What follows belongs to an exercise in optimizing a design on an open flow for small area, a short achievable clock period and few clock cycles per item; a production flow would make more cautious choices. The RTL was checked by simulation tests, not by an equivalence proof against the original design.

==> flow/design.v <==
`default_nettype none
package rmdu_pkg;
   localparam int VW    = 32;
   localparam int CNT_W = $clog2(VW);
   localparam logic [VW-1:0] POS_MAX = {1'b0, {(VW-1){1'b1}}};
   localparam logic [VW-1:0] NEG_MAX = {1'b1, {(VW-1){1'b0}}};
   localparam logic [1:0] OP_NORM = 2'd0;
   localparam logic [1:0] OP_MUL  = 2'd1;
   localparam logic [1:0] OP_DIV  = 2'd2;
   localparam logic [1:0] ST_OK       = 2'd0;
   localparam logic [1:0] ST_ZERO_DEN = 2'd1;
   localparam logic [1:0] ST_DIV_ZERO = 2'd2;
   localparam logic [1:0] ST_OVERFLOW = 2'd3;
   typedef struct packed {
      logic          start;
      logic          mul;
      logic [VW-1:0] a;
      logic [VW-1:0] b;
   } arith_cmd_type;
   typedef struct packed {
      logic          done;
      logic [VW-1:0] hi;
      logic [VW-1:0] lo;
   } arith_rsp_type;
endpackage
`default_nettype wire
`default_nettype none
import rmdu_pkg::*;
module rational_multiply_divide_unit
(
   input  wire logic        clock,
   input  wire logic        reset,
   input  wire logic        start,
   output logic             busy,
   input  wire logic [1:0]  req_operation,
   input  wire logic [31:0] req_first_num,
   input  wire logic [31:0] req_first_den,
   input  wire logic [31:0] req_second_num,
   input  wire logic [31:0] req_second_den,
   output logic             rsp_valid,
   output logic [31:0]      rsp_result_num,
   output logic [30:0]      rsp_result_den,
   output logic [1:0]       rsp_status
);
   localparam int SH = 3;    
   typedef enum logic [2:0] {S_IDLE, S_GCD, S_MUL, S_FIN} state_type;
   typedef enum logic [1:0] {P_FIRST, P_SECOND, P_PROD} phase_type;
   typedef enum logic [1:0] {X_HOLD, X_SHIFT, X_ABS, X_SUM} x_op_type;
   typedef enum logic [2:0] {M_HOLD, M_SHIFT, M_SUM, M_INIT, M_A, M_MACC} m_op_type;
   typedef enum logic [2:0] {F_HOLD, F_REQ, F_SUM, F_NEG} f_op_type;
   state_type   state_ff, state_in;
   phase_type   phase_ff, phase_in;
   logic        busy_ff, busy_in;
   logic        valid_ff, valid_in;
   logic [1:0]  status_ff, status_in;
   logic        md_ff, md_in;        
   logic        dv_ff, dv_in;        
   logic        aneg_ff, aneg_in, xneg_ff, xneg_in;
   logic        ov0_ff, ov0_in, ov1_ff, ov1_in;
   logic        mf_ff, mf_in;        
   logic        zd_ff, zd_in;        
   logic        z_ff, z_in;          
   logic        sov_ff, sov_in;      
   logic        pov_ff, pov_in;      
   logic        mz_ff, mz_in;        
   logic [31:0] f1n_ff, f1d_ff;
   logic [31:0] x_ff, y_ff;
   logic [31:0] m00_ff, m01_ff, m10_ff, m11_ff;
   x_op_type    x_op, y_op;
   m_op_type    m0_op, m1_op;
   f_op_type    f_op;
   logic        sel_dx, sel_dy;
   logic [1:0]  k0, k1;
   logic        done;
   logic [1:0]  st;
   logic [32:0] s0, s1, dxy, dyx;
   logic [31:0] srcn, srcd, absn, absd, pn, pd, xsh, ysh;
   logic [31:0] m00_sh, m10_sh, m01_sh, m11_sh;
   logic        cneg, nz, sw;
   logic        xy_eq, x_gt;
   logic        pneg;
   logic [1:0]  k_x, k_y, k_xy, k_d;
   function automatic logic [1:0] ctz(input logic [SH-1:0] v);
      ctz = 2'(SH);
      for (int i = SH - 1; i >= 1; i--)
         if (v[i]) ctz = 2'(i);
   endfunction
   function automatic logic ovf(input logic [31:0] n, input logic [31:0] d, input logic neg);
      ovf = d[31] | (n[31] & (~neg | (n[30:0] != '0)));
   endfunction
   function automatic logic too_long(input logic [31:0] m, input logic [31:0] x);
      too_long = ((|m[31:31]) & (|x[31:1])) |
                 ((|m[31:27]) & (|x[31:5])) |
                 ((|m[31:23]) & (|x[31:9])) |
                 ((|m[31:19]) & (|x[31:13])) |
                 ((|m[31:15]) & (|x[31:17])) |
                 ((|m[31:11]) & (|x[31:21])) |
                 ((|m[31:7]) & (|x[31:25])) |
                 ((|m[31:3]) & (|x[31:29]));
   endfunction
   function automatic logic [31:0] shr(input logic [31:0] v, input logic [1:0] k);
      case (k)
         2'd1:    shr = v >> 1;
         2'd2:    shr = v >> 2;
         default: shr = v >> 3;
      endcase
   endfunction
   function automatic logic [31:0] shl(input logic [31:0] v, input logic [1:0] k);
      case (k)
         2'd1:    shl = v << 1;
         2'd2:    shl = v << 2;
         default: shl = v << 3;
      endcase
   endfunction
   assign s0     = {1'b0, m00_ff} + {1'b0, m01_ff};
   assign s1     = {1'b0, m10_ff} + {1'b0, m11_ff};
   assign dxy    = {1'b0, x_ff} - {1'b0, y_ff};
   assign dyx    = {1'b0, y_ff} - {1'b0, x_ff};
   assign xy_eq  = x_ff == y_ff;
   assign x_gt   = ~dxy[32];
   assign k_x    = ctz(x_ff[SH-1:0]);
   assign k_y    = ctz(y_ff[SH-1:0]);
   assign k_xy   = ctz(x_ff[SH-1:0] | y_ff[SH-1:0]);
   assign k_d    = ctz(x_ff[SH-1:0] - y_ff[SH-1:0]);
   assign cneg   = (state_ff == S_FIN) || srcn[31];
   assign srcn   = (state_ff == S_IDLE) ? req_first_num : f1n_ff;
   assign srcd   = (state_ff == S_IDLE) ? req_first_den : f1d_ff;
   assign absn   = cneg ? (~srcn + 1'b1) : srcn;
   assign absd   = srcd[31] ? (~srcd + 1'b1) : srcd;
   assign pneg   = aneg_ff ^ xneg_ff;
   assign sw     = dv_ff && (state_ff != S_MUL);    
   assign pn     = m01_ff;
   assign pd     = m11_ff;
   assign nz     = (state_ff == S_MUL) ? (mz_ff && (pn != '0)) : (srcn != '0);
   always_comb begin
      state_in  = state_ff;
      phase_in  = phase_ff;
      busy_in   = busy_ff;
      valid_in  = 1'b0;
      status_in = status_ff;
      md_in     = md_ff;
      dv_in     = dv_ff;
      aneg_in   = aneg_ff;
      xneg_in   = xneg_ff;
      ov0_in    = ov0_ff;
      ov1_in    = ov1_ff;
      mf_in     = 1'b0;
      zd_in     = zd_ff;
      z_in      = z_ff;
      sov_in    = sov_ff;
      pov_in    = pov_ff;
      mz_in     = 1'b0;
      x_op      = X_HOLD;
      y_op      = X_HOLD;
      m0_op     = M_HOLD;
      m1_op     = M_HOLD;
      f_op      = F_HOLD;
      sel_dx    = x_ff[0] && (state_ff == S_GCD);
      sel_dy    = y_ff[0] && (state_ff == S_GCD);
      k0        = 2'd1;
      k1        = 2'd1;
      done      = 1'b0;
      st        = ST_OK;
      if (state_ff == S_GCD) begin
         if (!x_ff[0] && !y_ff[0]) begin
            k0 = k_xy;
            k1 = k_xy;
         end else begin
            k0 = x_ff[0] ? k_d : k_x;
            k1 = y_ff[0] ? k_d : k_y;
         end
      end
      case (state_ff)
         S_IDLE: begin
            if (start) begin
               busy_in  = 1'b1;
               md_in    = (req_operation == OP_MUL) || (req_operation == OP_DIV);
               dv_in    = req_operation == OP_DIV;
               zd_in    = (req_first_den == '0) ||
                          (((req_operation == OP_MUL) || (req_operation == OP_DIV)) &&
                           (req_second_den == '0));
               f_op     = F_REQ;
               z_in     = ~nz;
               x_op     = X_ABS;
               y_op     = X_ABS;
               m0_op    = M_INIT;
               m1_op    = M_INIT;
               xneg_in  = req_first_num[31] ^ req_first_den[31];
               phase_in = P_FIRST;
               state_in = S_GCD;
            end
         end
         S_GCD: begin
            if (phase_ff == P_FIRST && zd_ff) begin
               done = 1'b1;
               st   = ST_ZERO_DEN;
            end else if ((phase_ff == P_SECOND && sov_ff) || (phase_ff == P_PROD && pov_ff)) begin
               done = 1'b1;
               st   = ST_OVERFLOW;
            end else if (xy_eq || z_ff) begin
               sov_in = ovf(s0[31:0], s1[31:0], xneg_ff);
               case (phase_ff)
                  P_FIRST: begin
                     f_op = F_SUM;
                     if (md_ff) begin
                        aneg_in  = xneg_ff;
                        x_op     = X_ABS;
                        y_op     = X_ABS;
                        m0_op    = M_INIT;
                        m1_op    = M_INIT;
                        xneg_in  = f1n_ff[31] ^ f1d_ff[31];
                        z_in     = ~nz;
                        phase_in = P_SECOND;
                     end else if (xneg_ff) begin
                        state_in = S_FIN;
                     end else begin
                        done = 1'b1;
                        st   = ovf(s0[31:0], s1[31:0], 1'b0) ? ST_OVERFLOW : ST_OK;
                     end
                  end
                  P_SECOND: begin
                     x_op     = X_SUM;
                     y_op     = X_SUM;
                     m0_op    = M_A;
                     m1_op    = M_INIT;
                     ov0_in   = 1'b0;
                     ov1_in   = 1'b0;
                     mf_in    = 1'b1;
                     state_in = S_MUL;
                  end
                  default: begin
                     f_op = F_SUM;
                     if (xneg_ff) begin
                        state_in = S_FIN;
                     end else begin
                        done = 1'b1;
                        st   = ST_OK;
                     end
                  end
               endcase
            end else if (!x_ff[0] && !y_ff[0]) begin
               x_op = X_SHIFT;
               y_op = X_SHIFT;
            end else if (!x_ff[0]) begin
               x_op  = X_SHIFT;
               m0_op = M_SHIFT;
            end else if (!y_ff[0]) begin
               y_op  = X_SHIFT;
               m1_op = M_SHIFT;
            end else if (x_gt) begin
               x_op  = X_SHIFT;
               m0_op = M_SHIFT;
               m1_op = M_SUM;
            end else begin
               y_op  = X_SHIFT;
               m1_op = M_SHIFT;
               m0_op = M_SUM;
            end
         end
         S_MUL: begin
            mz_in = (x_ff[31:1] == '0) && (y_ff[31:1] == '0);
            if (mf_ff && sov_ff) begin
               done = 1'b1;
               st   = ST_OVERFLOW;
            end else if (mf_ff && dv_ff && z_ff) begin
               done = 1'b1;
               st   = ST_DIV_ZERO;
            end else if (mf_ff && dv_ff && y_ff[31]) begin
               done = 1'b1;
               st   = ST_OVERFLOW;
            end else if (ov0_ff || ov1_ff) begin
               done = 1'b1;
               st   = ST_OVERFLOW;
            end else if (mz_ff) begin
               pov_in   = pd[31] | (pn[31] & (~pneg | (pn[30:0] != '0)));
               z_in     = ~nz;
               x_op     = X_SUM;
               y_op     = X_SUM;
               m0_op    = M_INIT;
               m1_op    = M_INIT;
               xneg_in  = pneg;
               phase_in = P_PROD;
               state_in = S_GCD;
            end else begin
               x_op   = X_SHIFT;
               y_op   = X_SHIFT;
               m0_op  = mz_in ? M_INIT : M_SHIFT;
               m1_op  = M_MACC;
               ov0_in = ov0_ff | (x_ff[0] & s0[32]) | too_long(m00_ff, x_ff);
               ov1_in = ov1_ff | (y_ff[0] & s1[32]) | too_long(m10_ff, y_ff);
            end
         end
         S_FIN: begin
            f_op = F_NEG;
            done = 1'b1;
            st   = sov_ff ? ST_OVERFLOW : ST_OK;
         end
         default: begin
            state_in = S_IDLE;
         end
      endcase
      if (done) begin
         state_in  = S_IDLE;
         busy_in   = 1'b0;
         valid_in  = 1'b1;
         status_in = st;
      end
   end
   assign xsh    = shr(sel_dx ? dxy[31:0] : x_ff, k0);
   assign ysh    = shr(sel_dy ? dyx[31:0] : y_ff, k1);
   assign m00_sh = shl(m00_ff, k0);
   assign m10_sh = shl(m10_ff, k0);
   assign m01_sh = shl(m01_ff, k1);
   assign m11_sh = shl(m11_ff, k1);
   always_ff @(posedge clock) begin
      if (reset) begin
         state_ff <= S_IDLE;
         busy_ff  <= 1'b0;
         valid_ff <= 1'b0;
      end else begin
         state_ff <= state_in;
         busy_ff  <= busy_in;
         valid_ff <= valid_in;
      end
      phase_ff  <= phase_in;
      status_ff <= status_in;
      md_ff     <= md_in;
      dv_ff     <= dv_in;
      aneg_ff   <= aneg_in;
      xneg_ff   <= xneg_in;
      ov0_ff    <= ov0_in;
      ov1_ff    <= ov1_in;
      mf_ff     <= mf_in;
      zd_ff     <= zd_in;
      z_ff      <= z_in;
      sov_ff    <= sov_in;
      pov_ff    <= pov_in;
      mz_ff     <= mz_in;
      case (x_op)
         X_SHIFT: x_ff <= xsh;
         X_ABS:   x_ff <= absn;
         X_SUM:   x_ff <= sw ? s1[31:0] : s0[31:0];
         default: ;
      endcase
      case (y_op)
         X_SHIFT: y_ff <= ysh;
         X_ABS:   y_ff <= absd;
         X_SUM:   y_ff <= sw ? s0[31:0] : s1[31:0];
         default: ;
      endcase
      case (m0_op)
         M_SHIFT: begin m00_ff <= m00_sh;             m10_ff <= m10_sh; end
         M_SUM:   begin m00_ff <= s0[31:0];           m10_ff <= s1[31:0]; end
         M_INIT:  begin m00_ff <= {31'd0, nz};        m10_ff <= '0; end
         M_A:     begin m00_ff <= f1n_ff;             m10_ff <= f1d_ff; end
         default: ;
      endcase
      case (m1_op)
         M_SHIFT: begin m01_ff <= m01_sh;             m11_ff <= m11_sh; end
         M_SUM:   begin m01_ff <= s0[31:0];           m11_ff <= s1[31:0]; end
         M_INIT:  begin m01_ff <= '0;                 m11_ff <= {31'd0, ~mf_in}; end
         M_MACC:  begin
            if (x_ff[0]) m01_ff <= s0[31:0];
            if (y_ff[0]) m11_ff <= s1[31:0];
         end
         default: ;
      endcase
      case (f_op)
         F_REQ:   begin f1n_ff <= req_second_num;     f1d_ff <= req_second_den; end
         F_SUM:   begin f1n_ff <= s0[31:0];           f1d_ff <= s1[31:0]; end
         F_NEG:   f1n_ff <= absn;
         default: ;
      endcase
   end
   assign busy           = busy_ff;
   assign rsp_valid      = valid_ff;
   assign rsp_result_num = (status_ff == ST_OK) ? f1n_ff : '0;
   assign rsp_result_den = (status_ff == ST_OK) ? f1d_ff[30:0] : '0;
   assign rsp_status     = status_ff;
endmodule
`default_nettype wire
==> flow/run.sh <==
#!/bin/bash
# synth_recipe.tcl (not shown) runs the flow's synth.tcl, then flattens the netlist and writes it again
# the make line also repeats each setting of config.mk as NAME=value (left out here)
make -C /OpenROAD-flow-scripts/flow DESIGN_CONFIG=/design/flow/config.mk WORK_HOME=/design/flow/orfs CLKGATE_MAP_FILE= SYNTH_SCRIPT=/design/flow/synth_recipe.tcl finish
==> flow/config.mk <==
export PLATFORM = sky130hd
export DESIGN_NAME = rational_multiply_divide_unit
export DESIGN_NICKNAME = rational_multiply_divide_unit
export VERILOG_FILES = /design/flow/design.v
export SDC_FILE = /design/flow/constraint.sdc
export NUM_CORES = 4
export LEC_CHECK = 0
export CAP_MARGIN = 40
export CORE_MARGIN = 2
export CORE_UTILIZATION = 40
export SETUP_SLACK_MARGIN = 2
export SLEW_MARGIN = 40
==> flow/constraint.sdc <==
create_clock -name core_clock -period 6.0 [get_ports {clock}]
set_input_delay 1.2000 -clock core_clock [delete_from_list [all_inputs] [get_ports {clock}]]
set_output_delay 1.2000 -clock core_clock [all_outputs]
set_load 0.01 [all_outputs]
==> impl_metrics.env, run 1 <==
export IMPL_grt_usage_pct=35.6
export IMPL_crit_path_top_delay_cell="o311ai_1"
export IMPL_setup_viol=0
export IMPL_path_cells="ha_1 -> a21oi_1 -> a211oi_1 -> o311ai_1 -> a31oi_1 -> o2111ai_1 -> nand3b_1 -> a21boi_1 -> xnor2_1 -> buf_4 -> o21ai_0 -> a221oi_1"
export IMPL_synth_cell_types=94
export IMPL_final_common_cell="o21ai_0"
export IMPL_vias=30300
export IMPL_place_area_um2=30800
export IMPL_first_iter_violations=4925
export IMPL_layout_worst_path_cycle_share_pct=68.6
export IMPL_outcome="timing/DRC/antenna clean"
export IMPL_initial_core_util_pct=40.3
export IMPL_tns_ns=0
export IMPL_root_buffer="clkbuf_16"
export IMPL_final_cell_mix="360 x o21ai_0, 336 x nand2_1, 270 x edfxtp_1"
export IMPL_via_per_inst=6.91
export IMPL_die_w_um=267
export IMPL_htreeDepth=2
export IMPL_crit_path_start="m11_ff[2]"
export IMPL_syn_cell_area_um2=27600
export IMPL_syn_inst=3321
export IMPL_antenna_found_initial=6
export IMPL_die_height_um=267
export IMPL_max_freq_mhz=243
export IMPL_clockBufferDepth=3
export IMPL_cpPeakStageDelay_ns=0.61
export IMPL_dieArea_um2=71000
export IMPL_clk_latency_ns=0.59
export IMPL_cp_end_kind="flop"
export IMPL_crit_fanout=8
export IMPL_cts_sinks=276
export IMPL_port_buffers=199
export IMPL_r2r_setup_slack_ns=1.89
export IMPL_dp_hpwl_um=97900
export IMPL_yosys_area_top_type_share_pct=29.4
export IMPL_routedWlPerCell_um=30.3
export IMPL_worst_pin_slew_ns=0.953
export IMPL_critPathRequiredTime_ns=6.36
export IMPL_synth_edf_count=270
export IMPL_reg2reg_to="status_ff[1]"
export IMPL_io_pins=200
export IMPL_synthTopCellsByArea="edfxtp_1 29%, o21ai_0 6.8%, ha_1 6.6%"
export IMPL_yosysWarnings=1
export IMPL_rr_startpoint="m11_ff[2]"
export IMPL_synth_area_per_cell_um2=8.30
export IMPL_synth_top_area_cell="edfxtp_1"
export IMPL_hold_depth=2
export IMPL_rows=96
export IMPL_layout_setup_ws_ns=1.89
export IMPL_endpoint="status_ff[1]"
export IMPL_fin_area_um2=33500
export IMPL_yosysSeqAreaShare_pct=29.8
export IMPL_gp_congestion=1.05
export IMPL_final_core_util_pct=49.0
export IMPL_fin_skew_ns=0.0325
export IMPL_first_global_vias=27100
export IMPL_hold_path_class="reg -> reg"
export IMPL_synthesis_nets=3603
export IMPL_startpoint_type="flop"
export IMPL_grt_ovfl_total=0
export IMPL_maxCapViolations=0
export IMPL_slew_violations=0
export IMPL_ys_ff_latch=276
export IMPL_drc=0
export IMPL_cp_arrival_ns=4.47
export IMPL_fin_nets=3759
export IMPL_period_needed_ns=4.11
export IMPL_cts_tree="done"
export IMPL_final_antenna_net_count=0
export IMPL_post_place_ws_ns=1.26
export IMPL_finalHoldViolCount=0
export IMPL_path_class="reg -> reg"
export IMPL_clk_pin_slew_ns=0.06
export IMPL_synth_flop_cell="edfxtp_1"
export IMPL_grt_max_degree=79
export IMPL_grt_pass1_wl_um=188000
export IMPL_rsz0062_at_grt="true"
export IMPL_cts_made_buffers=36
export IMPL_coreArea_um2=68500
export IMPL_firstDrtPassIters=7
export IMPL_areaGrowthSynthToFinish_pct=21.6
export IMPL_totalWireLength_um=133000
export IMPL_relSlewSlack_pct=35.9
export IMPL_rr_worst_depth=12
export IMPL_async_flop_share_pct=0
export IMPL_drive_gt1_share_pct=13.4
-- what timing repair did --
item                                   in CTS  in global routing
gates cloned                                1                  2
hold buffers                                0                  0
pin swaps                                  13                 20
buffers inserted                           29                 36
endpoints found under the hold margin       0                  0
resized for setup                          78                114
setup endpoints to repair                 464                408
-- cell usage after synthesis (48+ instances only) --
cell / count
inv_1: 125
xnor2_1: 110
mux2i_1: 72
a22oi_1: 77
a221o_1: 134
and2_1: 84
edfxtp_1: 270
o21ai_0: 373
nor2_1: 223
nor4_1: 48
clkbuf_1: 170
nor3_1: 67
a21oi_1: 221
o22ai_1: 51
nand2_1: 343
xor2_1: 67
o211ai_1: 53
ha_1: 145
-- worst min path at each step --
stage / startpoint / endpoint / slack, ns
3_5_place_dp: busy_ff / busy_ff / 0.48
4_1_cts: state_ff[0] / state_ff[0] / 0.49
3_3_place_gp: busy_ff / busy_ff / 0.47
2_1_floorplan: state_ff[0] / state_ff[0] / 0.46
5_1_grt: busy_ff / busy_ff / 0.51
6_report: busy_ff / busy_ff / 0.48
-- area by class of cell --
type                       count  area (um^2)
timing repair buffer         358         3560
tap                          882         1100
antenna                        5         12.5
sequential                   276         8230
inverter                     129          493
clock buffer                  49         1010
fill                        6577        34900
clock inverter                12          140
multi-input combinational   2676        19000
-- stage by stage --
stage                     instances  hold slack, ns
after floorplan                3321           0.455
final                          4387           0.484
after global placement         4252           0.473
after detailed placement       4253           0.475
after CTS                      4344           0.490
after global routing           4383           0.510
-- registers in the layout, summed over array words and instances, names as in the netlist, 2 cells and up --
name       flops
f1d_ff        32
f1n_ff        32
m00_ff        32
m01_ff        32
m10_ff        32
m11_ff        32
x_ff          32
y_ff          32
phase_ff       2
state_ff       2
status_ff      2
-- layer usage --
metal	share of wire (%)	track usage [%]
met5	0.078	0.901
met4	6.7	18.7
met3	13	8.83
met2	41	51.5
met1	40	48.7
-- cells by family after synthesis --
family / Yosys count / share of synthesized area, %
DFF: 276 / 29.8
xor gates and xnor gates: 177 / 5.62
AOI/OAI and AO/OA: 1274 / 31.4
adders and majority gates: 149 / 6.87
and+or+nand+nor: 975 / 16.9
buffers and inverters: 370 / 5.56
muxes: 100 / 3.76
-- worst max-delay path: cells and delay by family (launching register included) --
| family | cells | cell delay, ns |
|---|---|---|
| adders and majority gates | 1 | 0.38 |
| AOI/OAI and AO/OA | 8 | 2.44 |
| DFF | 1 | 0.49 |
| xor gates and xnor gates | 1 | 0.14 |
| and+or+nand+nor | 1 | 0.19 |
| buffers and inverters | 1 | 0.24 |
Testbench counts, summed over its fixed seeds: cycles 171,724, items 4,800.
==> run 2: changes to the inputs <==
--- a/flow/config.mk
+++ b/flow/config.mk
@@ -10,3 +10,3 @@
 export CORE_UTILIZATION = 40
-export SETUP_SLACK_MARGIN = 2
+export SETUP_SLACK_MARGIN = 2.2
 export SLEW_MARGIN = 40
==> impl_metrics.env, run 2 <==
export IMPL_crit_fanout=8
export IMPL_yosys_area_top_type_share_pct=29.4
export IMPL_first_iter_violations=5033
export IMPL_grt_max_degree=66
export IMPL_path_buf_inv=4
export IMPL_grt_pass1_wl_um=190000
export IMPL_cts_sinks=276
export IMPL_via_per_inst=6.88
export IMPL_htreeDepth=2
export IMPL_fin_skew_ns=0.0373
export IMPL_hold_path_class="reg -> reg"
export IMPL_cpLargestDelayFamily="compound AO/OA/AOI/OAI gates"
export IMPL_synth_compound_area_share_pct=31.4
export IMPL_final_common_cell="o21ai_0"
export IMPL_synth_edf_count=270
export IMPL_syn_inst=3321
export IMPL_synthAdderAreaFrac_pct=6.87
export IMPL_final_cell_mix="348 x o21ai_0, 316 x nand2_1, 270 x edfxtp_1"
export IMPL_period_needed_ns=3.97
export IMPL_initial_core_util_pct=40.3
export IMPL_postCtsHoldBufs=0
export IMPL_muxShareOfSynthArea_pct=3.76
export IMPL_relSlewSlack_pct=37.2
export IMPL_root_buffer="clkbuf_16"
export IMPL_maxCapViolations=0
export IMPL_dieArea_um2=71000
export IMPL_synth_simple_gate_area_share_pct=16.9
export IMPL_synth_xor_area_share_pct=5.62
export IMPL_firstDrtPassIters=7
export IMPL_yosysWarnings=1
export IMPL_numPlacedInstances=4248
export IMPL_drc=0
export IMPL_path_cells="inv_4 -> ha_4 -> inv_1 -> fa_2 -> nand2b_1 -> a211oi_2 -> o21bai_2 -> a211oi_4 -> o41ai_4 -> o221ai_4 -> nand2b_4 -> nor4_4 -> buf_6 -> clkbuf_16 -> a221o_1"
export IMPL_max_freq_mhz=252
export IMPL_die_w_um=267
export IMPL_cp_end_kind="flop"
export IMPL_setup_viol=0
export IMPL_worst_pin_slew_ns=0.936
export IMPL_synth_top_family_by_area="compound AO/OA/AOI/OAI gates"
export IMPL_startpoint_type="flop"
export IMPL_areaGrowthSynthToFinish_pct=29.5
export IMPL_fin_cells=4498
export IMPL_rr_worst_depth=15
export IMPL_port_buffers=199
export IMPL_reg2reg_to="m00_ff[4]"
export IMPL_layout_worst_path_cycle_share_pct=66.1
export IMPL_synth_flop_cell="edfxtp_1"
export IMPL_path_class="reg -> reg"
export IMPL_crit_path_top_delay_cell="o41ai_4"
export IMPL_drive_gt1_share_pct=19.8
export IMPL_synth_area_per_cell_um2=8.30
export IMPL_dp_hpwl_um=97000
export IMPL_rows=96
export IMPL_fin_nets=3869
export IMPL_worstHoldEndpoint="busy_ff"
export IMPL_totalWireLength_um=138000
export IMPL_antenna_found_initial=3
export IMPL_ys_ff_latch=276
export IMPL_cts_tree="done"
export IMPL_clockBufferDepth=3
export IMPL_hold_depth=2
export IMPL_final_antenna_net_count=0
export IMPL_synth_top_area_cell="edfxtp_1"
export IMPL_nFillCells=6260
export IMPL_post_place_ws_ns=1.12
export IMPL_synthTopCellsByArea="edfxtp_1 29%, o21ai_0 6.8%, ha_1 6.6%"
export IMPL_synth_cell_types=94
export IMPL_die_height_um=267
export IMPL_finalHoldViolCount=0
export IMPL_cpPeakStageDelay_ns=0.58
export IMPL_critPathRequiredTime_ns=6.43
export IMPL_syn_cell_area_um2=27600
export IMPL_tns_ns=0
export IMPL_async_flop_share_pct=0
export IMPL_outcome="timing/DRC/antenna clean"
export IMPL_cts_made_buffers=35
export IMPL_yosysSeqAreaShare_pct=29.8
export IMPL_io_pins=200
export IMPL_synthesis_nets=3603
export IMPL_r2r_setup_slack_ns=2.03
export IMPL_clk_latency_ns=0.58
export IMPL_coreArea_um2=68500
export IMPL_gp_congestion=1.02
export IMPL_yosysMostFrequentCell="o21ai_0"
export IMPL_cp_arrival_ns=4.40
export IMPL_rr_startpoint="x_ff[0]"
export IMPL_first_global_vias=27300
export IMPL_layout_setup_ws_ns=2.03
export IMPL_routedWlPerCell_um=30.8
export IMPL_clk_pin_slew_ns=0.07
export IMPL_slew_violations=0
export IMPL_synth_commonest_cells="373 x o21ai_0, 343 x nand2_1, 270 x edfxtp_1, 223 x nor2_1, 221 x a21oi_1"
export IMPL_grt_ovfl_total=0
export IMPL_rsz0062_at_grt="true"
export IMPL_vias=30900
export IMPL_grt_usage_pct=36.0
export IMPL_min_from="busy_ff"
==> run 2: cell counts after synthesis <==
Identical to the previous run, type by type.
==> run 2: logic make-up after synthesis <==
| family | after synthesis |
|---|---|
| AO/OA/AOI/OAI | 1274 |
| XOR/XNOR | 177 |
| adder cells (fa/ha/maj) | 149 |
| buffers and inverters | 370 |
| flip-flops | 276 |
| multiplexers | 100 |
| AND/OR/NAND/NOR | 975 |
==> run 2: worst max path at each step <==
stage / startpoint / to / cells after the start
after CTS: x_ff[26] / m11_ff[24] / 15
after global routing: x_ff[0] / m00_ff[29] / 16
after floorplan: x_ff[2] / m00_ff[0] / 12
after detailed placement: req_first_num[0] / x_ff[17] / 10
final: x_ff[0] / m00_ff[4] / 15
after global placement: req_first_num[0] / x_ff[21] / 9
==> run 2: worst min-delay path, delay by kind of cell, from the launching register on <==
family	cells	cell delay [ns]
and+or+nand+nor	2	0.12
DFF	1	0.33
==> run 2: final cells by class <==
| class | count | area, um^2 | area share [%] |
|---|---|---|---|
| multi-input combinational | 2678 | 20000 | 56.0 |
| sequential | 276 | 8230 | 23.1 |
| timing repair buffer | 467 | 4700 | 13.2 |
| tap | 882 | 1100 | 3.09 |
| clock buffer | 40 | 937 | 2.63 |
| inverter | 129 | 494 | 1.38 |
| clock inverter | 23 | 218 | 0.610 |
| antenna | 3 | 7.51 | 0.0210 |
==> run 2: metrics by stage <==
stage	cell area (um^2)	util (%)	hold slack [ns]
floorplan	27800	-	0.461
global placement	30600	44.7	0.466
detailed placement	30800	45.0	0.477
CTS	33400	48.8	0.490
global route	35700	52.1	0.523
finish	35700	52.1	0.477
==> run 2: per-layer routing <==
layer	track usage (%)	vias to the layer above	share of wire (%)
met1	48.1	14800	38
li1	-	13200	-
met4	21.7	2	8.1
met5	0	-	0.0094
met2	50.7	2341	40
met3	10.9	529	14
==> run 2: timing repair <==
action	in CTS	in global routing
resized for setup	179	239
buffers inserted	55	111
pin swaps	28	79
setup endpoints to repair	516	472
gates cloned	6	12
==> run 3: changes to the inputs <==
--- a/flow/design.v
+++ b/flow/design.v
@@ -45,3 +45,3 @@
    localparam int SH = 3;    
-   typedef enum logic [2:0] {S_IDLE, S_GCD, S_MUL, S_FIN} state_type;
+   typedef enum logic [1:0] {S_IDLE, S_GCD, S_MUL} state_type;
    typedef enum logic [1:0] {P_FIRST, P_SECOND, P_PROD} phase_type;
@@ -49,3 +49,3 @@
    typedef enum logic [2:0] {M_HOLD, M_SHIFT, M_SUM, M_INIT, M_A, M_MACC} m_op_type;
-   typedef enum logic [2:0] {F_HOLD, F_REQ, F_SUM, F_NEG} f_op_type;
+   typedef enum logic [1:0] {F_HOLD, F_REQ, F_SUM} f_op_type;
    state_type   state_ff, state_in;
@@ -78,3 +78,3 @@
    logic [31:0] m00_sh, m10_sh, m01_sh, m11_sh;
-   logic        cneg, nz, sw;
+   logic        cneg, nz, sw, negf;
    logic        xy_eq, x_gt;
@@ -88,3 +88,3 @@
    function automatic logic ovf(input logic [31:0] n, input logic [31:0] d, input logic neg);
-      ovf = d[31] | (n[31] & (~neg | (n[30:0] != '0)));
+      ovf = d[31] | (n[31] & ~neg);
    endfunction
@@ -124,3 +124,3 @@
    assign k_d    = ctz(x_ff[SH-1:0] - y_ff[SH-1:0]);
-   assign cneg   = (state_ff == S_FIN) || srcn[31];
+   assign cneg   = srcn[31];
    assign srcn   = (state_ff == S_IDLE) ? req_first_num : f1n_ff;
@@ -133,2 +133,5 @@
    assign pd     = m11_ff;
+   assign negf   = (state_ff == S_IDLE) ? (!((req_operation == OP_MUL) || (req_operation == OP_DIV)) &&
+                                           (req_first_num[31] ^ req_first_den[31])) :
+                   (state_ff == S_MUL) && pneg;
    assign nz     = (state_ff == S_MUL) ? (mz_ff && (pn != '0)) : (srcn != '0);
@@ -213,7 +216,5 @@
                         phase_in = P_SECOND;
-                     end else if (xneg_ff) begin
-                        state_in = S_FIN;
                      end else begin
                         done = 1'b1;
-                        st   = ovf(s0[31:0], s1[31:0], 1'b0) ? ST_OVERFLOW : ST_OK;
+                        st   = ovf(s0[31:0], s1[31:0], xneg_ff) ? ST_OVERFLOW : ST_OK;
                      end
@@ -232,8 +233,4 @@
                      f_op = F_SUM;
-                     if (xneg_ff) begin
-                        state_in = S_FIN;
-                     end else begin
-                        done = 1'b1;
-                        st   = ST_OK;
-                     end
+                     done = 1'b1;
+                     st   = ST_OK;
                   end
@@ -292,7 +289,2 @@
          end
-         S_FIN: begin
-            f_op = F_NEG;
-            done = 1'b1;
-            st   = sov_ff ? ST_OVERFLOW : ST_OK;
-         end
          default: begin
@@ -353,3 +345,3 @@
          M_SUM:   begin m00_ff <= s0[31:0];           m10_ff <= s1[31:0]; end
-         M_INIT:  begin m00_ff <= {31'd0, nz};        m10_ff <= '0; end
+         M_INIT:  begin m00_ff <= {{31{nz & negf}}, nz}; m10_ff <= '0; end
          M_A:     begin m00_ff <= f1n_ff;             m10_ff <= f1d_ff; end
@@ -370,3 +362,2 @@
          F_SUM:   begin f1n_ff <= s0[31:0];           f1d_ff <= s1[31:0]; end
-         F_NEG:   f1n_ff <= absn;
          default: ;
==> flow/flow/run.sh (new file) <==
#!/bin/bash
# The standard layout (standard.sh: the standard flow's own synthesis and ORFS flow, unchanged) with one
# difference: the port buffers that global placement inserts are sky130_fd_sc_hd__buf_1
# instead of the resizer's default choice. Every port still gets its own buffer.
set -euo pipefail
export BUFFER_PORTS_ARGS="-buffer_cell sky130_fd_sc_hd__buf_1"
bash standard.sh > flow.log 2>&1
==> flow/standard.sh (new file) <==
#!/bin/bash
# synth_recipe.tcl (not shown) runs the flow's synth.tcl, then flattens the netlist and writes it again
# the make line also repeats each setting of config.mk as NAME=value (left out here)
make -C /OpenROAD-flow-scripts/flow DESIGN_CONFIG=/design/flow/config.mk WORK_HOME=/design/flow/orfs CLKGATE_MAP_FILE= SYNTH_SCRIPT=/design/flow/synth_recipe.tcl "${@:-finish}"
removed: flow/run.sh
==> impl_metrics.env, run 3 <==
export IMPL_outcome="timing/DRC/antenna clean"
export IMPL_syn_cell_area_um2=28100
export IMPL_areaGrowthSynthToFinish_pct=19.5
export IMPL_io_pins=200
export IMPL_initial_core_util_pct=40.3
export IMPL_relSlewSlack_pct=38.7
export IMPL_gp_congestion=1.07
export IMPL_slew_violations=0
export IMPL_period_needed_ns=3.91
export IMPL_grt_pass1_wl_um=189000
export IMPL_die_w_um=269
export IMPL_synth_flop_cell="edfxtp_1"
export IMPL_yosysSeqAreaShare_pct=29.3
export IMPL_cts_sinks=276
export IMPL_diodes=0
export IMPL_fin_nets=3818
export IMPL_via_per_inst=6.81
export IMPL_grt_max_degree=90
export IMPL_postCtsHoldBufs=0
export IMPL_critPathRequiredTime_ns=6.29
export IMPL_grt_usage_pct=34.2
export IMPL_final_common_cell="edfxtp_1"
export IMPL_drive_gt1_share_pct=15.7
export IMPL_grt_ovfl_total=0
export IMPL_synth_commonest_cells="292 x o21ai_0, 271 x nand2_1, 270 x edfxtp_1, 236 x nor2_1, 206 x a21oi_1"
export IMPL_final_antenna_net_count=0
export IMPL_ys_ff_latch=276
export IMPL_cts_tree="done"
export IMPL_synth_edf_count=270
export IMPL_clk_pin_slew_ns=0.07
export IMPL_yosysWarnings=1
export IMPL_final_cell_mix="270 x edfxtp_1, 269 x o21ai_0, 265 x nand2_1"
export IMPL_fin_skew_ns=0.0301
export IMPL_firstDrtPassIters=7
export IMPL_clockBufferDepth=3
export IMPL_dieArea_um2=72500
export IMPL_startpoint_type="flop"
export IMPL_path_class="reg -> reg"
export IMPL_antenna_found_initial=5
export IMPL_yosysMostFrequentCell="o21ai_0"
export IMPL_hold_path_class="reg -> reg"
export IMPL_root_buffer="clkbuf_16"
export IMPL_tns_ns=0
export IMPL_cp_end_kind="flop"
export IMPL_cts_made_buffers=35
export IMPL_crit_fanout=5
export IMPL_syn_inst=3344
export IMPL_cp_arrival_ns=4.20
export IMPL_setup_viol=0
export IMPL_maxCapViolations=0
export IMPL_synth_top_area_cell="edfxtp_1"
export IMPL_htreeDepth=2
export IMPL_coreArea_um2=69800
export IMPL_finalHoldViolCount=0
export IMPL_port_buffers=199
export IMPL_first_iter_violations=4408
export IMPL_max_freq_mhz=256
export IMPL_synthesis_nets=3623
export IMPL_layout_worst_path_cycle_share_pct=65.1
export IMPL_yosys_area_top_type_share_pct=28.8
export IMPL_totalWireLength_um=133000
export IMPL_vias=30700
export IMPL_first_global_vias=27800
export IMPL_routedWlPerCell_um=29.4
export IMPL_final_core_util_pct=48.1
export IMPL_rows=97
export IMPL_worst_pin_slew_ns=0.913
export IMPL_rsz0062_at_grt="true"
export IMPL_synth_area_per_cell_um2=8.41
export IMPL_drc=0
export IMPL_synthTopCellsByArea="edfxtp_1 29%, ha_1 6.3%, a221o_1 5.3%"
export IMPL_async_flop_share_pct=0
export IMPL_clk_latency_ns=0.58
export IMPL_dp_hpwl_um=94700
export IMPL_synth_cell_types=102
export IMPL_nFillCells=6726
export IMPL_die_height_um=269
## run 3: cell families after synthesis
group	synth area share [%]
AOI/OAI and AO/OA	30.6
and+or+nand+nor	17.8
buffers and inverters	5.66
DFF	29.3
muxes	5.67
adders and majority gates	6.60
xor gates and xnor gates	4.42
## run 3: metrics by stage
step | std cells | hold slack [ns] | instance area, um^2 | setup WS (ns)
final | 4504 | 0.501 | 33600 | 2.09
after detailed placement | 4317 | 0.477 | 30000 | 1.35
after CTS | 4428 | 0.486 | 32100 | 2.12
after floorplan | 3344 | 0.455 | 28300 | 1.81
after global routing | 4504 | 0.522 | 33600 | 2.04
after global placement | 4312 | 0.473 | 29900 | 1.33
## run 3: path summary, 6_finish.rpt
| kind | slack, ns | cells after the start | endpoint | from |
|---|---|---|---|---|
| max | 2.09 | 15 | x_ff[29] | x_ff[0] |
| min | 0.50 | 2 | state_ff[0] | state_ff[0] |
| max reg2reg | 2.09 | 15 | x_ff[29] | x_ff[0] |
| min reg2reg | 0.50 | 2 | state_ff[0] | state_ff[0] |
## run 3: routing by layer
metal,vias up,part of all wire [%],track usage (%)
li1,13300,-,-
met1,14700,39,47.0
met2,2175,42,50.9
met3,414,12,6.29
met4,6,6.7,18.0
met5,-,0.026,0
## run 3: area by class of cell
type	count	area (um^2)	share of cell area, %
multi-input cells	2672	19800	58.8
flip-flops and latches	276	8240	24.5
repair buffers	397	2710	8.06
well taps	940	1180	3.50
clock buffers	41	941	2.80
inverters	157	604	1.80
clock inverters	21	169	0.503
## run 3: timing repair
action                     4_1_cts  5_1_grt
gates resized for setup        109      171
setup buffers                   48       71
pin swaps                       24       47
gates cloned                     1        3
setup endpoints to repair      468      380
## run 3: critical path: stages, from the launching register on
cell and delay, ns:
edfxtp_1 0.48, clkinv_4 0.13, ha_4 0.18, fa_2 0.35
or3b_4 0.42, a21oi_4 0.19, buf_6 0.13, o21ai_4 0.06
a311oi_1 0.29, buf_4 0.20, o21ai_2 0.09, mux2i_1 0.16
nor4_2 0.33, buf_4 0.17, nor2_1 0.04, or4_1 0.41
Testbench counts of run 3, summed over its fixed seeds: cycles 170,481, items 4,800.
==> run 4: changes to the inputs <==
--- a/flow/config.mk
+++ b/flow/config.mk
@@ -9,3 +9,4 @@
 export CORE_MARGIN = 2
-export CORE_UTILIZATION = 40
+export CORE_UTILIZATION = 55
+export CTS_BUF_LIST = sky130_fd_sc_hd__clkbuf_8
 export SETUP_SLACK_MARGIN = 2.2
==> impl_metrics.env, run 4 <==
export IMPL_path_buf_inv=4
export IMPL_drive_gt1_share_pct=16.0
export IMPL_gp_congestion=1.10
export IMPL_worst_pin_slew_ns=1.01
export IMPL_yosys_area_top_type_share_pct=28.8
export IMPL_fin_skew_ns=0.0222
export IMPL_firstDrtPassIters=12
export IMPL_cp_arrival_ns=4.47
export IMPL_postCtsHoldBufs=0
export IMPL_max_freq_mhz=245
export IMPL_path_cells="inv_4 -> ha_4 -> buf_12 -> buf_12 -> mux2i_4 -> ha_4 -> or4b_4 -> a222oi_1 -> buf_4 -> nand4_4 -> o31ai_4 -> xor2_2 -> o2111ai_1 -> o31ai_1 -> a32oi_1 -> o221ai_1"
export IMPL_areaGrowthSynthToFinish_pct=17.7
export IMPL_post_place_ws_ns=1.16
export IMPL_totalWireLength_um=136000
export IMPL_coreArea_um2=50300
export IMPL_critPathRequiredTime_ns=6.38
export IMPL_cts_sinks=276
export IMPL_synthTopCellsByArea="edfxtp_1 29%, ha_1 6.3%, a221o_1 5.3%"
export IMPL_vias=32200
export IMPL_setup_viol=0
export IMPL_maxCapViolations=0
export IMPL_io_pins=200
export IMPL_synth_cell_types=102
export IMPL_slew_violations=0
export IMPL_root_buffer="clkbuf_8"
export IMPL_numPlacedInstances=4046
export IMPL_clk_pin_slew_ns=0.06
export IMPL_rsz0062_at_grt="true"
export IMPL_layout_worst_path_cycle_share_pct=68.1
export IMPL_htreeDepth=2
export IMPL_crit_fanout=6
export IMPL_async_flop_share_pct=0
export IMPL_final_seq_area_um2=8240
export IMPL_ys_ff_latch=276
export IMPL_via_per_inst=7.56
export IMPL_final_core_util_pct=65.9
export IMPL_path_class="reg -> reg"
export IMPL_first_iter_violations=5564
export IMPL_multi_input_area_um2=19900
export IMPL_clockBufferDepth=3
export IMPL_cts_made_buffers=50
export IMPL_finalHoldViolCount=0
export IMPL_outcome="timing/DRC/antenna clean"
export IMPL_relSlewSlack_pct=32.3
export IMPL_die_w_um=230
export IMPL_dieArea_um2=53000
export IMPL_dp_hpwl_um=96200
export IMPL_final_cell_mix="272 x o21ai_0, 270 x edfxtp_1, 265 x nand2_1"
export IMPL_synth_commonest_cells="292 x o21ai_0, 271 x nand2_1, 270 x edfxtp_1, 236 x nor2_1, 206 x a21oi_1"
export IMPL_cp_end_kind="flop"
export IMPL_clk_latency_ns=0.68
export IMPL_final_common_cell="o21ai_0"
export IMPL_cpPeakStageDelay_ns=0.47
export IMPL_layout_setup_ws_ns=1.92
export IMPL_period_needed_ns=4.08
export IMPL_syn_cell_area_um2=28100
export IMPL_nFillCells=4180
export IMPL_cpLargestDelayFamily="compound AO/OA/AOI/OAI gates"
export IMPL_synth_top_area_cell="edfxtp_1"
export IMPL_first_global_vias=29300
export IMPL_synth_edf_count=270
export IMPL_synth_flop_cell="edfxtp_1"
export IMPL_grt_usage_pct=48.1
export IMPL_drc=0
export IMPL_cts_tree="done"
export IMPL_port_buffers=199
export IMPL_place_area_um2=29700
export IMPL_fin_area_um2=33100
export IMPL_grt_max_degree=71
export IMPL_die_height_um=230
export IMPL_hold_path_class="reg -> reg"
export IMPL_crit_path_top_delay_cell="or4b_4"
export IMPL_routedWlPerCell_um=31.8
export IMPL_yosysMostFrequentCell="o21ai_0"
export IMPL_fin_nets=3827
export IMPL_synth_area_per_cell_um2=8.41
export IMPL_grt_pass1_wl_um=192000
export IMPL_syn_inst=3344
export IMPL_tns_ns=0
export IMPL_startpoint_type="flop"
export IMPL_fin_cells=4260
export IMPL_antenna_found_initial=13
export IMPL_rows=82
export IMPL_grt_ovfl_total=0
export IMPL_yosysWarnings=1
export IMPL_initial_core_util_pct=56.0
export IMPL_yosysSeqAreaShare_pct=29.3
export IMPL_final_antenna_net_count=0
export IMPL_synthesis_nets=3623
## run 4: layout make-up
type	instances	area share, %
Clock buffer	53	2.20
Antenna cell	7	0.0529
Timing Repair Buffer	389	8.13
Inverter	157	1.81
Multi-Input combinational cell	2674	60.0
Tap cell	672	2.54
Sequential cell	276	24.9
Clock inverter	32	0.378
## run 4: cell families after synthesis
kind of cell / Yosys count / share of synthesized area (%)
AO/OA/AOI/OAI: 1226 / 30.6
flip-flops: 276 / 29.3
AND/OR/NAND/NOR: 1004 / 17.8
buffers and inverters: 398 / 5.66
adder cells (fa/ha/maj): 146 / 6.60
multiplexers: 152 / 5.67
XOR/XNOR: 142 / 4.42
## run 4: tightest hold or removal path, stage by stage, from the launching register on
cell	delay [ns]
dfxtp_1	0.33
nor2_1	0.11
nor2_1	0.04
## run 4: worst paths after layout
check	from	endpoint	slack, ns	cells past startpoint
max	state_ff[0]	y_ff[28]	1.92	16
min reg2reg	busy_ff	busy_ff	0.52	2
min	busy_ff	busy_ff	0.52	2
max reg2reg	state_ff[0]	y_ff[28]	1.92	16
## run 4: per-layer routing
| layer | up-vias | track usage, % | part of all wire (%) |
|---|---|---|---|
| li1 | 13400 | - | - |
| met1 | 15000 | 58.0 | 34 |
| met2 | 2964 | 71.1 | 41 |
| met3 | 840 | 17.8 | 16 |
| met4 | 16 | 33.0 | 9.7 |
| met5 | - | 0.460 | 0.22 |
## run 4: repair_timing
item	4_1_cts	5_1_grt
cloned	4	5
setup buffers	41	71
pin swaps	26	47
endpoints found under the setup margin	501	459
gates resized for setup	119	155
## run 4: through the flow
stage	hold WS, ns
global placement	0.465
floorplan	0.455
detailed placement	0.496
CTS	0.505
global route	0.532
finish	0.518

## port drivers added, routing unchanged
No port has a modelled driver above. Below, the same layouts with a new extraction and two added sets of constraints.
Step 1: set_driving_cell puts a clkbuf_16 on clock and a buf_2 on each other input, an assumption about the parent block.
Step 2 also shifts input and output timing later by t, the mid clock arrival at the registers, as if the neighbouring blocks saw the same clock.
Slacks: no drivers / after step 1 / after step 2; pairs: no drivers / after step 1.
run | t, ns | setup slack, ns | latest minus earliest clock arrival (ns)
run 1 | 0.643 | 1.886 / 1.886 / 1.431 | 0.032 / 0.033
run 2 | 0.628 | 2.033 / 2.033 / 1.565 | 0.037 / 0.038
run 3 | 0.619 | 2.091 / 2.091 / 1.792 | 0.030 / 0.030
run 4 | 0.732 | 1.915 / 1.915 / 1.544 | 0.023 / 0.023
After both steps setup and hold are still met in every run listed. The setup slack of run 2, which loses most, moves by 0.000 ns with the drivers and by -0.468 ns with both steps.
